Source: an optimization exercise on an open RTL-to-GDS flow (aim: small area, a short achievable clock period and few clock cycles per item). Production flows keep margins and buffers that such runs may drop.
The RTL was checked by simulation tests, not by an equivalence proof against the original design.

== harbor ==
==> flow/design.v <==
`default_nettype none
package rau_pkg;
    localparam int OPERAND_WIDTH_DEF = 16;
    localparam int ACTION_WIDTH = 3;
    localparam logic [ACTION_WIDTH-1:0] ACT_ADD = 3'd0;
    localparam logic [ACTION_WIDTH-1:0] ACT_SUB = 3'd1;
    localparam logic [ACTION_WIDTH-1:0] ACT_MUL = 3'd2;
    localparam logic [ACTION_WIDTH-1:0] ACT_DIV = 3'd3;
    localparam logic [ACTION_WIDTH-1:0] ACT_INC = 3'd4;
    localparam logic [ACTION_WIDTH-1:0] ACT_DEC = 3'd5;
endpackage
`default_nettype wire
`default_nettype none
import rau_pkg::*;
module rational_arithmetic_unit #(
    parameter int OPERAND_WIDTH = rau_pkg::OPERAND_WIDTH_DEF
) (
    input  wire logic                       aclk,
    input  wire logic                       aresetn,
    input  wire logic                       s_valid,
    output logic                            s_ready,
    input  wire logic [rau_pkg::ACTION_WIDTH-1:0] s_action,
    input  wire logic signed [OPERAND_WIDTH-1:0] s_first_numerator,
    input  wire logic signed [OPERAND_WIDTH-1:0] s_first_denominator,
    input  wire logic signed [OPERAND_WIDTH-1:0] s_second_numerator,
    input  wire logic signed [OPERAND_WIDTH-1:0] s_second_denominator,
    output logic                            m_valid,
    input  wire logic                       m_ready,
    output logic signed [2*OPERAND_WIDTH:0] m_result_numerator,
    output logic signed [2*OPERAND_WIDTH:0] m_result_denominator,
    output logic                            m_zero_over_zero
);
    localparam int OW = OPERAND_WIDTH;    
    localparam int NW = 2 * OW + 1;       
    localparam int DW = 2 * OW;           
    localparam int PW = OW + 4;           
    localparam int QW = OW + 3;           
    localparam int K  = 3;                
    function automatic logic [1:0] tzk(input logic [K:0] v);
        tzk = K[1:0];
        for (int i = K - 1; i >= 1; i = i - 1)
            if (v[i]) tzk = i[1:0];
    endfunction
    typedef enum logic [1:0] {F_IDLE, F_MUL, F_FIX, F_DONE} fst_t;
    fst_t fst_reg;
    logic [2:0] cnt_reg;
    logic       fund_reg;                 
    logic       fsub_reg;                 
    logic       fq_reg;                   
    logic       fdf_reg;                  
    logic       fsd_reg;                  
    logic       fsn_reg;                  
    logic       fnzn_reg, fnzd_reg;       
    logic signed [OW-1:0] fn1_reg, fd1_reg;
    logic [OW-1:0] mb_reg, mf_reg;
    logic signed [PW-1:0] accn_reg;
    logic signed [QW-1:0] accd_reg;
    logic          take;                  
    function automatic logic [2:0] bdec(input logic [2:0] t, input logic neg_in);
        logic one, two, neg;
        one = t[1] ^ t[0];
        two = (t == 3'b011) || (t == 3'b100);
        neg = (t[2] && !(t[1] && t[0])) ^ neg_in;
        bdec = {neg, two, one};
    endfunction
    function automatic logic [OW+1:0] bpp(input logic [2:0] d, input logic signed [OW-1:0] a);
        logic [OW+1:0] ae;
        ae  = {{2{a[OW-1]}}, a};
        bpp = ((d[0] ? ae : '0) | (d[1] ? (ae << 1) : '0)) ^ {(OW+2){d[2]}};
    endfunction
    logic [2:0]    db_reg, dn_reg, dc_reg;    
    logic [2:0]    tb_nx, tf_nx;
    logic [OW+1:0] ppb, ppf, ppc;
    logic signed [PW-1:0] sumn;
    logic signed [QW-1:0] sumd;
    assign tb_nx = {mb_reg[3:2], mb_reg[1]};
    assign tf_nx = {mf_reg[3:2], mf_reg[1]};
    assign ppb  = bpp(db_reg, fn1_reg);
    assign ppf  = bpp(dn_reg, fd1_reg);
    assign ppc  = bpp(dc_reg, fd1_reg);
    assign sumn = accn_reg + {{(PW-OW-2){ppb[OW+1]}}, ppb} + {{(PW-OW-2){ppf[OW+1]}}, ppf}
                  + PW'(db_reg[2]) + PW'(dn_reg[2]);
    assign sumd = accd_reg + {{(QW-OW-2){ppc[OW+1]}}, ppc} + QW'(dc_reg[2]);
    logic          q_in, sub_in, df_in;
    logic [OW-1:0] b_in, f_in;
    assign q_in   = !(s_action == ACT_MUL || s_action == ACT_DIV);
    assign df_in  = s_action == ACT_MUL || s_action == ACT_DIV;
    assign sub_in = s_action[0];
    always_comb begin
        case (s_action)
            ACT_ADD, ACT_SUB, ACT_DIV: begin b_in = s_second_denominator; f_in = s_second_numerator; end
            ACT_MUL:                   begin b_in = s_second_numerator; f_in = s_second_denominator; end
            default:                   begin b_in = OW'(1); f_in = OW'(1); end
        endcase
    end
    logic [NW-1:0] fnum, fnum_neg;
    logic [DW-1:0] fan, fad;
    assign fnum     = {accn_reg[OW:0], mb_reg};
    assign fnum_neg = ~fnum + NW'(1);
    assign fan      = {accn_reg[OW-1:0], mb_reg};
    assign fad      = {accd_reg[OW-1:0], mf_reg};
    logic          fboth_even;
    logic [DW-1:0] fan_sh, fad_sh;
    assign fboth_even = !mb_reg[0] && !mf_reg[0] && fnzn_reg && fnzd_reg;
    assign fan_sh     = fan >> 1;
    assign fad_sh     = fad >> 1;
    logic sd_in;
    always_comb begin
        case (s_action)
            ACT_DIV:          sd_in = s_first_denominator[OW-1] ^ s_second_numerator[OW-1];
            ACT_INC, ACT_DEC: sd_in = s_first_denominator[OW-1];
            default:          sd_in = s_first_denominator[OW-1] ^ s_second_denominator[OW-1];
        endcase
    end
    assign s_ready = (fst_reg == F_IDLE);
    always_ff @(posedge aclk) begin
        if (!aresetn) begin
            fst_reg <= F_IDLE;
        end else begin
            case (fst_reg)
                F_IDLE: if (s_valid) fst_reg <= (s_action[2] && s_action[1]) ? F_DONE : F_MUL;
                F_MUL:  if (cnt_reg == 3'd7) fst_reg <= F_FIX;
                F_FIX:  fst_reg <= F_DONE;
                F_DONE: if (take) fst_reg <= F_IDLE;
                default: fst_reg <= F_IDLE;
            endcase
        end
        case (fst_reg)
            F_IDLE: begin
                fn1_reg  <= s_first_numerator;
                fd1_reg  <= s_first_denominator;
                fund_reg <= s_action[2] && s_action[1];
                fsub_reg <= sub_in;
                fq_reg   <= q_in;
                fdf_reg  <= df_in;
                fsd_reg  <= sd_in;
                mb_reg   <= b_in;
                mf_reg   <= f_in;
                db_reg   <= bdec({b_in[1:0], 1'b0}, 1'b0);
                dn_reg   <= q_in ? bdec({f_in[1:0], 1'b0}, sub_in) : {sub_in, 2'b00};
                dc_reg   <= bdec(df_in ? {f_in[1:0], 1'b0} : {b_in[1:0], 1'b0}, sd_in);
                accn_reg <= '0; accd_reg <= '0;
                cnt_reg <= '0;
                fnzn_reg <= 1'b0; fnzd_reg <= 1'b0; fsn_reg <= 1'b0;
            end
            F_MUL: begin
                accn_reg <= sumn >>> 2;
                accd_reg <= sumd >>> 2;
                mb_reg <= {sumn[1:0], mb_reg[OW-1:2]};
                mf_reg <= {sumd[1:0], mf_reg[OW-1:2]};
                db_reg <= bdec(tb_nx, 1'b0);
                dn_reg <= fq_reg ? bdec(tf_nx, fsub_reg) : {fsub_reg, 2'b00};
                dc_reg <= bdec(fdf_reg ? tf_nx : tb_nx, fsd_reg);
                cnt_reg <= cnt_reg + 3'd1;
            end
            F_FIX: begin
                fsn_reg  <= fnum[NW-1];
                fnzn_reg <= fnum != '0;
                fnzd_reg <= fad != '0;
                if (fnum[NW-1]) {accn_reg[OW:0], mb_reg} <= fnum_neg;
            end
            F_DONE: begin
                if (fboth_even) begin
                    {accn_reg[OW-1:0], mb_reg} <= fan_sh;
                    {accd_reg[OW-1:0], mf_reg} <= fad_sh;
                end
            end
            default: ;
        endcase
    end
    logic          run_reg;               
    logic [DW-1:0] x_reg, x_next;
    logic [DW-1:0] y_reg, y_next;
    logic [NW-1:0] cx1_reg, cx1_next, cy1_reg, cy1_next;
    logic [DW-1:0] cx2_reg, cx2_next, cy2_reg, cy2_next;
    logic          zoz_reg, zoz_next;
    logic          zx_reg, zx_next;       
    logic [NW-1:0] dxy, dyx;
    logic          ge, xe;
    logic [DW-1:0] v;
    logic [1:0]    s;
    logic [NW-1:0] c1;
    logic [DW-1:0] c2;
    assign dxy = {1'b0, x_reg} - {1'b0, y_reg};
    assign dyx = {1'b0, y_reg} - {1'b0, x_reg};
    assign ge  = !dxy[NW-1];
    assign xe  = !x_reg[0];
    assign v   = xe ? x_reg : (ge ? dxy[DW-1:0] : dyx[DW-1:0]);
    assign s   = tzk(xe ? x_reg[K:0] : dxy[K:0]);
    assign c1  = (xe || ge) ? cx1_reg : cy1_reg;
    assign c2  = (xe || ge) ? cx2_reg : cy2_reg;
    logic          swap, zoz_in, zero_in;
    logic [NW-1:0] sn;
    logic [DW-1:0] sd;
    assign swap    = !fad[0] && fnzn_reg;
    assign zoz_in  = !fund_reg && !fnzn_reg && !fnzd_reg;
    assign zero_in = fund_reg || (swap ? !fnzd_reg : !fnzn_reg);
    assign sn      = fsn_reg ? '1 : NW'(1);
    assign sd      = fsd_reg ? '1 : DW'(1);
    logic done;
    assign done    = run_reg && zx_reg;
    assign m_valid = done;
    assign take    = (fst_reg == F_DONE) && !fboth_even && (!run_reg || (done && m_ready));
    always_comb begin
        x_next = v >> s;
        y_next = (!xe && !ge) ? x_reg : y_reg;
        cx1_next = c1 << s;
        cx2_next = c2 << s;
        cy1_next = xe ? cy1_reg : cx1_reg + cy1_reg;
        cy2_next = xe ? cy2_reg : cx2_reg + cy2_reg;
        zx_next = zx_reg || (x_reg[0] && x_reg == y_reg);
        zoz_next = zoz_reg;
        if (take) begin
            zoz_next = zoz_in;
            zx_next  = zero_in || zoz_in;
            if (fund_reg || zoz_in) begin
                x_next = '0; cy1_next = '0; cy2_next = '0;
            end else if (!swap) begin
                x_next = fan; y_next = fad;
                cx1_next = sn; cx2_next = '0; cy1_next = '0; cy2_next = sd;
            end else begin
                x_next = fad; y_next = fan;
                cx1_next = '0; cx2_next = sd; cy1_next = sn; cy2_next = '0;
            end
        end
    end
    always_ff @(posedge aclk) begin
        if (!aresetn) begin
            run_reg <= 1'b0;
        end else begin
            if (take)                run_reg <= 1'b1;
            else if (done && m_ready) run_reg <= 1'b0;
        end
        x_reg <= x_next; y_reg <= y_next;
        cx1_reg <= cx1_next; cx2_reg <= cx2_next; cy1_reg <= cy1_next; cy2_reg <= cy2_next;
        zoz_reg <= zoz_next; zx_reg <= zx_next;
    end
    assign m_result_numerator   = cy1_reg;
    assign m_result_denominator = {cy2_reg[DW-1], cy2_reg};
    assign m_zero_over_zero     = zoz_reg;
endmodule
`default_nettype wire
Settings: LEC_CHECK=0, ABC_CLOCK_PERIOD_IN_PS=4000, CAP_MARGIN=20, CORE_MARGIN=2, CORE_UTILIZATION=40, SLEW_MARGIN=20; clock period 10.0 ns.
standard.sh (not shown) runs the stock make flow with config.mk's settings and CLKGATE_MAP_FILE= SYNTH_SCRIPT=/design/flow/synth_recipe.tcl, a recipe that flattens the netlist after the stock synthesis.
==> flow/flow/run.sh <==
#!/bin/bash
set -e
export SETUP_SLACK_MARGIN=6
bash standard.sh > standard.log 2>&1
Testbench counts of harbor, summed over its fixed seeds: cycles 27,044, items 1,500.
Here is what was changed in the inputs of juniper compared with harbor.
diff --git a/flow/design.v b/flow/design.v
--- a/flow/design.v
+++ b/flow/design.v
@@ -34,13 +34,13 @@
     localparam int NW = 2 * OW + 1;       
     localparam int DW = 2 * OW;           
     localparam int PW = OW + 4;           
     localparam int QW = OW + 3;           
-    localparam int K  = 3;                
-    function automatic logic [1:0] tzk(input logic [K:0] v);
-        tzk = K[1:0];
+    localparam int K  = 4;                
+    function automatic logic [2:0] tzk(input logic [K:0] v);
+        tzk = K[2:0];
         for (int i = K - 1; i >= 1; i = i - 1)
-            if (v[i]) tzk = i[1:0];
+            if (v[i]) tzk = i[2:0];
     endfunction
     typedef enum logic [1:0] {F_IDLE, F_MUL, F_FIX, F_DONE} fst_t;
     fst_t fst_reg;
     logic [2:0] cnt_reg;
@@ -177,9 +177,9 @@
     logic          zx_reg, zx_next;       
     logic [NW-1:0] dxy, dyx;
     logic          ge, xe;
     logic [DW-1:0] v;
-    logic [1:0]    s;
+    logic [2:0]    s;
     logic [NW-1:0] c1;
     logic [DW-1:0] c2;
     assign dxy = {1'b0, x_reg} - {1'b0, y_reg};
     assign dyx = {1'b0, y_reg} - {1'b0, x_reg};
### Flow results
juniper went all the way through synthesis, placement and routing and the layout is clean on timing, DRC and antenna. Overall routed net length for juniper: about 12% up relative to harbor. harbor -> juniper: total of buffers placed on input and output ports delta 0, exact match. A most frequent standard cell in the layout excluding fill and tap cells of nor2_1 is what harbor shows, while a21oi_1 belongs to juniper. juniper against harbor: area growth from synthesis to layout fell 0.73 points. Post-synthesis instance area grows by a few percent when moving from harbor to juniper.
Testbench counts of juniper, summed over its fixed seeds: cycles 25,700, items 1,500.

==> what the ideal ports hide <==
Ports are ideal in the flow. The routed layouts listed here were re-timed in OpenROAD. Step 1 (the two cells are an assumption about what drives the block):
set clk [get_ports {aclk}]
set_driving_cell -lib_cell sky130_fd_sc_hd__clkbuf_16 $clk
set_driving_cell -lib_cell sky130_fd_sc_hd__buf_2 [delete_from_list [all_inputs] $clk]
Step 2 moves the port delays by t, midway between the first and last clock arrival at a register: inputs arrive t later, outputs are due t later. That takes back most of the time a late clock gives input paths. Three values: ideal ports, drivers, drivers and shift; two values: the first two.
run	shift t [ns]	slack for setup (ns)	worst setup path after step 2
harbor	0.617	6.074 / 6.108 / 5.491	input to register
juniper	0.627	6.045 / 6.045 / 5.510	input to register
After both steps setup and hold are still met in every run listed. For harbor, which loses most, drivers alone change the setup slack by +0.034 ns; drivers and shift together by -0.583 ns.
